This is an optimization exercise on Yosys and OpenROAD, whose aim is small area, a short achievable clock period and few clock cycles per item, not a production implementation.
In this exercise RTL edits were held to simulation tests only and were not proved equivalent to the original.

==> v3: inputs <==
==> flow/design.v <==
module mx_block_sequencer #(
  parameter int BLOCK_SIZE = 32,
  parameter int DATA_W     = 32,
  parameter int EXP_W      = 8
) (
  input  logic                          clk,
  input  logic                          rst,
  input  logic                          in_valid,
  output logic                          in_ready,
  input  logic [DATA_W-1:0]             in_data,
  input  logic                          flush,
  output logic                          out_valid,
  input  logic                          out_ready,
  output logic [DATA_W-1:0]             out_data,
  output logic [EXP_W-1:0]              out_scale,
  output logic                          out_last,
  output logic [$clog2(BLOCK_SIZE)-1:0] out_idx
);
  localparam int IDX_W = $clog2(BLOCK_SIZE);
  localparam int NS    = BLOCK_SIZE + 1;
  localparam int SW    = $clog2(NS);
  logic [NS-1:0][DATA_W-1:0] ring_q;
  logic [NS-1:0]             occ_q;
  logic [IDX_W-1:0] c_cnt_q, c_cnt_d;
  logic [EXP_W-1:0] c_max_q, c_max_d;
  logic             first_q;               
  logic [SW-1:0]    wdist_q, wdist_d;
  logic             p_vld_q, p_vld_d, p2_vld_q, p2_vld_d;
  logic [IDX_W-1:0] p_rem_q, p_rem_d;      
  logic [EXP_W-1:0] p_scale_q, p_scale_d, p2_scale_q, p2_scale_d;
  logic [IDX_W-1:0] rem_q, rem_d;          
  logic [SW-1:0]    rdist_q, rdist_d;
  logic              ov_q, olast_q;
  logic [DATA_W-1:0] od_q;
  logic [EXP_W-1:0]  os_q, e_scale_q;
  logic [IDX_W-1:0]  oi_q, oi_d, nb;
  logic              ir_q, ir_d;
  logic              wsel_q;               
  logic              nx_ok_q, nx_ok_d;     
  logic              nx_rd_q, nx_rd_d;     
  logic             acc, ftk, close, load, rd, start, last_rd;
  logic             ok_l, rd_l, ok_n, rd_n;
  logic [EXP_W-1:0] e_in, e_eff, new_max, p_scale_e, p2_scale_e;
  logic [IDX_W-1:0] rem_now;
  assign in_ready  = ir_q;
  assign out_valid = ov_q;
  assign out_data  = od_q;
  assign out_scale = os_q;
  assign out_last  = olast_q;
  assign out_idx   = oi_q;
  assign acc     = in_valid & ir_q;
  assign ftk     = flush & ir_q;
  assign e_in    = in_data[DATA_W-2 -: EXP_W];
  assign new_max = (acc && e_in > c_max_q) ? e_in : c_max_q;
  assign e_eff   = (e_in == '0) ? EXP_W'(1) : e_in;
  assign p_scale_e  = (first_q & ~p2_vld_q) ? c_max_q : p_scale_q;
  assign p2_scale_e = first_q ? c_max_q : p2_scale_q;
  assign close   = (acc && c_cnt_q == IDX_W'(BLOCK_SIZE - 1)) || (ftk && (acc || c_cnt_q != '0));
  assign load    = nx_ok_q & (~ov_q | out_ready);
  assign rd      = load & nx_rd_q;
  assign start   = load & olast_q;
  assign nb      = oi_q + IDX_W'(1);
  assign oi_d    = (oi_q & ~{IDX_W{load}}) | (nb & {IDX_W{load}});
  assign rem_now = olast_q ? p_rem_q : rem_q - IDX_W'(1);
  assign last_rd = rd & (rem_now == '0);
  always_comb begin
    c_cnt_d = c_cnt_q;
    c_max_d = first_q ? (acc ? e_eff : EXP_W'(1)) : new_max;
    wdist_d = (wdist_q == '0) ? SW'(NS - 1) : wdist_q - SW'(1);
    if (close) begin
      c_cnt_d = '0;
      wdist_d = {1'b0, ~c_cnt_q};
    end else if (acc) begin
      c_cnt_d = c_cnt_q + IDX_W'(1);
      wdist_d = '0;
    end
    p_vld_d    = p_vld_q;
    p_rem_d    = p_rem_q;
    p_scale_d  = p_scale_e;
    p2_vld_d   = p2_vld_q;
    p2_scale_d = p2_scale_e;
    if (start) begin
      if (p2_vld_q) begin
        p_rem_d   = '0;
        p_scale_d = p2_scale_e;
        p2_vld_d  = 1'b0;
      end else if (close) begin
        p_rem_d   = c_cnt_q + IDX_W'(acc) - IDX_W'(1);
      end else begin
        p_vld_d = 1'b0;
      end
    end else if (close) begin
      if (p_vld_q) begin
        p2_vld_d   = 1'b1;
      end else begin
        p_vld_d   = 1'b1;
        p_rem_d   = c_cnt_q + IDX_W'(acc) - IDX_W'(1);
      end
    end
    rem_d   = rem_q;
    rdist_d = (rdist_q == '0) ? SW'(NS - 1) : rdist_q - SW'(1);
    if (rd) begin
      rem_d   = rem_now;
      rdist_d = last_rd ? {1'b0, ~nb} : '0;
    end
    if (olast_q) begin
      ok_l = 1'b1;                             
      rd_l = p_rem_q != '0;
    end else if (nb == IDX_W'(BLOCK_SIZE - 1)) begin
      ok_l = p_vld_d & (nx_rd_q | (rdist_q == SW'(1)));
      rd_l = 1'b1;
    end else begin
      ok_l = 1'b1;                             
      rd_l = nx_rd_q & (rem_q != IDX_W'(1));
    end
    if (olast_q) begin
      ok_n = p_vld_d & (rdist_q == SW'(1));
      rd_n = 1'b1;
    end else begin
      ok_n = ~nx_rd_q | (rdist_q == SW'(1));
      rd_n = nx_rd_q;
    end
    nx_ok_d = load ? ok_l : ok_n;
    nx_rd_d = load ? rd_l : rd_n;
    ir_d = ~p2_vld_d & (close ? (c_cnt_q == IDX_W'(BLOCK_SIZE - 1)) : (acc | (wdist_q == SW'(1))))
         & (~occ_q[1] | rd);
  end
  always_ff @(posedge clk) begin
    for (int i = 0; i < NS - 1; i++)
      ring_q[i] <= ring_q[i+1];
    ring_q[NS-1] <= wsel_q ? in_data : ring_q[0];
    wsel_q       <= ir_d;
    od_q <= (od_q & ~{DATA_W{load}}) | (ring_q[1] & {DATA_W{nx_rd_q & load}});
    e_scale_q <= start ? p_scale_e : e_scale_q;
    os_q      <= rst ? '0 : start ? p_scale_e : e_scale_q;
    c_max_q    <= c_max_d;
    p_rem_q    <= p_rem_d;
    p_scale_q  <= p_scale_d;
    p2_scale_q <= p2_scale_d;
    rem_q      <= rem_d;
    if (rst) begin
      occ_q    <= '0;
      c_cnt_q  <= '0;
      c_max_q  <= EXP_W'(1);
      first_q  <= 1'b0;
      wdist_q  <= SW'(1);
      p_vld_q  <= 1'b0;
      p2_vld_q <= 1'b0;
      rdist_q  <= '0;
      ov_q     <= 1'b0;
      oi_q     <= IDX_W'(BLOCK_SIZE - 1);
      olast_q  <= 1'b1;
      ir_q     <= 1'b0;
      nx_ok_q  <= 1'b0;
      nx_rd_q  <= 1'b1;
    end else begin
      occ_q    <= {occ_q[0] | acc, occ_q[NS-1:2], occ_q[1] & ~rd};
      c_cnt_q  <= c_cnt_d;
      first_q  <= close;
      wdist_q  <= wdist_d;
      p_vld_q  <= p_vld_d;
      p2_vld_q <= p2_vld_d;
      rdist_q  <= rdist_d;
      ov_q     <= load | (ov_q & ~out_ready);
      oi_q     <= oi_d;
      olast_q  <= oi_d == IDX_W'(BLOCK_SIZE - 1);
      ir_q     <= ir_d;
      nx_ok_q  <= nx_ok_d;
      nx_rd_q  <= nx_rd_d;
    end
  end
endmodule
==> flow/flow/run.sh <==
#!/bin/bash
# Standard layout (the standard.sh, unchanged synthesis) with clock tree synthesis told not
# to add dummy loads. Each tool's output goes to a log of its own here and under orfs/logs.
set -euo pipefail
export CTS_ARGS="-sink_clustering_enable -repair_clock_nets -sink_clustering_size 20 -sink_clustering_max_diameter 60 -buf_list sky130_fd_sc_hd__clkbuf_8 -dont_use_dummy_load"
bash standard.sh > standard_flow.log 2>&1
==> flow/standard.sh <==
#!/bin/bash
# synth_recipe.tcl (not shown) runs the flow's synth.tcl, then flattens the netlist and writes it again
# the make line also repeats each setting of config.mk as NAME=value (left out here)
make -C /OpenROAD-flow-scripts/flow DESIGN_CONFIG=/design/flow/config.mk WORK_HOME=/design/flow/orfs CLKGATE_MAP_FILE= SYNTH_SCRIPT=/design/flow/synth_recipe.tcl "${@:-finish}"
==> flow/config.mk <==
export PLATFORM = sky130hd
export DESIGN_NAME = mx_block_sequencer
export DESIGN_NICKNAME = mx_block_sequencer
export VERILOG_FILES = /design/flow/design.v
export SDC_FILE = /design/flow/constraint.sdc
export NUM_CORES = 4
export LEC_CHECK = 0
export CAP_MARGIN = 20
export CORE_MARGIN = 2
export CORE_UTILIZATION = 65
export CTS_BUF_LIST = sky130_fd_sc_hd__clkbuf_8
export CTS_CLUSTER_DIAMETER = 60
export CTS_CLUSTER_SIZE = 20
export PLACE_DENSITY = 0.75
export SETUP_SLACK_MARGIN = 3.0
export SLEW_MARGIN = 20
==> flow/constraint.sdc <==
create_clock -name core_clock -period 5.0 [get_ports {clk}]
set_input_delay 1.0000 -clock core_clock [delete_from_list [all_inputs] [get_ports {clk}]]
set_output_delay 1.0000 -clock core_clock [all_outputs]
set_load 0.01 [all_outputs]
==> v33 (differences from v3) <==
--- a/flow/design.v
+++ b/flow/design.v
@@ -24,5 +24,4 @@
   logic [IDX_W-1:0] c_cnt_q, c_cnt_d;
   logic [EXP_W-1:0] c_max_q, c_max_d;
-  logic             first_q;               
   logic [SW-1:0]    wdist_q, wdist_d;
   logic             p_vld_q, p_vld_d, p2_vld_q, p2_vld_d;
@@ -33,13 +32,12 @@
   logic              ov_q, olast_q;
   logic [DATA_W-1:0] od_q;
-  logic [EXP_W-1:0]  os_q, e_scale_q;
-  logic [IDX_W-1:0]  oi_q, oi_d, nb;
+  logic [EXP_W-1:0]  os_q;
+  logic [IDX_W-1:0]  oi_q, nb;
   logic              ir_q, ir_d;
-  logic              wsel_q;               
   logic              nx_ok_q, nx_ok_d;     
   logic              nx_rd_q, nx_rd_d;     
   logic             acc, ftk, close, load, rd, start, last_rd;
   logic             ok_l, rd_l, ok_n, rd_n;
-  logic [EXP_W-1:0] e_in, e_eff, new_max, p_scale_e, p2_scale_e;
+  logic [EXP_W-1:0] e_in, new_max;
   logic [IDX_W-1:0] rem_now;
   assign in_ready  = ir_q;
@@ -53,7 +51,4 @@
   assign e_in    = in_data[DATA_W-2 -: EXP_W];
   assign new_max = (acc && e_in > c_max_q) ? e_in : c_max_q;
-  assign e_eff   = (e_in == '0) ? EXP_W'(1) : e_in;
-  assign p_scale_e  = (first_q & ~p2_vld_q) ? c_max_q : p_scale_q;
-  assign p2_scale_e = first_q ? c_max_q : p2_scale_q;
   assign close   = (acc && c_cnt_q == IDX_W'(BLOCK_SIZE - 1)) || (ftk && (acc || c_cnt_q != '0));
   assign load    = nx_ok_q & (~ov_q | out_ready);
@@ -61,30 +56,32 @@
   assign start   = load & olast_q;
   assign nb      = oi_q + IDX_W'(1);
-  assign oi_d    = (oi_q & ~{IDX_W{load}}) | (nb & {IDX_W{load}});
   assign rem_now = olast_q ? p_rem_q : rem_q - IDX_W'(1);
   assign last_rd = rd & (rem_now == '0);
   always_comb begin
     c_cnt_d = c_cnt_q;
-    c_max_d = first_q ? (acc ? e_eff : EXP_W'(1)) : new_max;
+    c_max_d = c_max_q;
     wdist_d = (wdist_q == '0) ? SW'(NS - 1) : wdist_q - SW'(1);
     if (close) begin
       c_cnt_d = '0;
+      c_max_d = EXP_W'(1);
       wdist_d = {1'b0, ~c_cnt_q};
     end else if (acc) begin
       c_cnt_d = c_cnt_q + IDX_W'(1);
+      c_max_d = new_max;
       wdist_d = '0;
     end
     p_vld_d    = p_vld_q;
     p_rem_d    = p_rem_q;
-    p_scale_d  = p_scale_e;
+    p_scale_d  = p_scale_q;
     p2_vld_d   = p2_vld_q;
-    p2_scale_d = p2_scale_e;
+    p2_scale_d = p2_scale_q;
     if (start) begin
       if (p2_vld_q) begin
         p_rem_d   = '0;
-        p_scale_d = p2_scale_e;
+        p_scale_d = p2_scale_q;
         p2_vld_d  = 1'b0;
       end else if (close) begin
         p_rem_d   = c_cnt_q + IDX_W'(acc) - IDX_W'(1);
+        p_scale_d = new_max;
       end else begin
         p_vld_d = 1'b0;
@@ -93,7 +90,9 @@
       if (p_vld_q) begin
         p2_vld_d   = 1'b1;
+        p2_scale_d = new_max;
       end else begin
         p_vld_d   = 1'b1;
         p_rem_d   = c_cnt_q + IDX_W'(acc) - IDX_W'(1);
+        p_scale_d = new_max;
       end
     end
@@ -129,9 +128,12 @@
     for (int i = 0; i < NS - 1; i++)
       ring_q[i] <= ring_q[i+1];
-    ring_q[NS-1] <= wsel_q ? in_data : ring_q[0];
-    wsel_q       <= ir_d;
-    od_q <= (od_q & ~{DATA_W{load}}) | (ring_q[1] & {DATA_W{nx_rd_q & load}});
-    e_scale_q <= start ? p_scale_e : e_scale_q;
-    os_q      <= rst ? '0 : start ? p_scale_e : e_scale_q;
+    ring_q[NS-1] <= ir_q ? in_data : ring_q[0];
+    if (load) begin
+      od_q    <= ring_q[1] & {DATA_W{nx_rd_q}};
+      olast_q <= nb == IDX_W'(BLOCK_SIZE - 1);
+      oi_q    <= nb;
+    end
+    if (start)
+      os_q <= p_scale_q;
     c_max_q    <= c_max_d;
     p_rem_q    <= p_rem_d;
@@ -143,5 +145,4 @@
       c_cnt_q  <= '0;
       c_max_q  <= EXP_W'(1);
-      first_q  <= 1'b0;
       wdist_q  <= SW'(1);
       p_vld_q  <= 1'b0;
@@ -157,5 +158,4 @@
       occ_q    <= {occ_q[0] | acc, occ_q[NS-1:2], occ_q[1] & ~rd};
       c_cnt_q  <= c_cnt_d;
-      first_q  <= close;
       wdist_q  <= wdist_d;
       p_vld_q  <= p_vld_d;
@@ -163,6 +163,4 @@
       rdist_q  <= rdist_d;
       ov_q     <= load | (ov_q & ~out_ready);
-      oi_q     <= oi_d;
-      olast_q  <= oi_d == IDX_W'(BLOCK_SIZE - 1);
       ir_q     <= ir_d;
       nx_ok_q  <= nx_ok_d;
==> flow/run.sh (new file) <==
#!/bin/bash
# synth_recipe.tcl (not shown) runs the flow's synth.tcl, then flattens the netlist and writes it again
# the make line also repeats each setting of config.mk as NAME=value (left out here)
make -C /OpenROAD-flow-scripts/flow DESIGN_CONFIG=/design/flow/config.mk WORK_HOME=/design/flow/orfs CLKGATE_MAP_FILE= SYNTH_SCRIPT=/design/flow/synth_recipe.tcl finish
==> flow/config.mk (replaced) <==
export PLATFORM = sky130hd
export DESIGN_NAME = mx_block_sequencer
export DESIGN_NICKNAME = mx_block_sequencer
export VERILOG_FILES = /design/flow/design.v
export SDC_FILE = /design/flow/constraint.sdc
export NUM_CORES = 4
export LEC_CHECK = 0
export CAP_MARGIN = 20
export CORE_MARGIN = 2
export CORE_UTILIZATION = 30
export PLACE_DENSITY = 0.5
export SLEW_MARGIN = 20
removed: flow/flow/run.sh
removed: flow/standard.sh
==> metrics.md <==
| Metric | Value |
|---|---|
| Outcome | timing/DRC/antenna clean |
| Largest family of logic cells by synthesized area | compound AO/OA/AOI/OAI gates |
| Num Clock Sinks | 1202 |
| Compound-Gate Fraction of Synth Area | 0.03561 |
| DR WL met2 | 15570 µm |
| Root buffer cell | clkbuf_8 |
| Mux share of post-synthesis cell area | 0.01877 |
| Critical Path Sink | out_last |
| Crit-path cells | buf_6 |
| Fin crit period | 2136 ps |
| Tcrit/Tclk final | 0.4273 |
| Grt met2 use | 0.2533 |
the above is filed under v3

==> metrics.md <==
| Metric | Value |
|---|---|
| Outcome | timing/DRC/antenna clean |
| Largest family of logic cells by synthesized area | simple AND/OR/NAND/NOR gates |
| Placer Congestion | 0.7465 |
| Post_cts resized | 0 |
| Grt met2 use | 0.1170 |
| Num Clock Sinks | 1192 |
| Critical Path Sink | in_ready |
| Top cells by area, synth | dfxtp_1, edfxtp_1, mux2_2, ha_1, and2_1 |
| DR WL met2 | 15120 µm |
| Vias in the first global route | 11.32k |
| Tcrit/Tclk final | 0.6365 |
| WL final | 36310 µm |
| Root buffer cell | clkbuf_16 |
| Mux share of post-synthesis cell area | 0.01451 |
| Compound-Gate Fraction of Synth Area | 0.01955 |
| Num tapcells | 1176 |
| Fin crit period | 3182 ps |
| Crit-path cells | clkdlybuf4s50_1 |
| Area share of the largest cell type after synthesis | 0.8326 |
the above is filed under v33

Testbench counts of v3, summed over its fixed seeds: cycles 16,656, items 16,384.
Testbench counts of v33, summed over its fixed seeds: cycles 16,656, items 16,384.

-- re-timing with driven ports --
The results above use ideal ports. As a check the final layouts listed here were re-extracted and re-timed, cells and wires unchanged. Step 1, drivers: a clkbuf_16 drives clk and a buf_2 each remaining input, both assumed. Step 2 moves the port delays by t, midway between the first and last clock arrival at a register: inputs arrive t later, outputs are due t later. That takes back most of the time a late clock gives input paths. Three values: ideal ports, drivers, drivers and shift; two values: the first two.
run	shift t [ns]	slack for setup (ns)	worst setup path at the end	worst register clock-pin slew, ns	worst slew at a driven data input, ns
v3	0.677	2.864 / 2.810 / 2.269	input to register	0.11 / 0.11	0.06
v33	0.708	1.818 / 1.756 / 1.509	input to register	0.06 / 0.06	0.04
After both steps every run listed still meets setup and hold. The setup slack of v3, which loses most, moves by -0.054 ns with the drivers and by -0.595 ns with both steps.
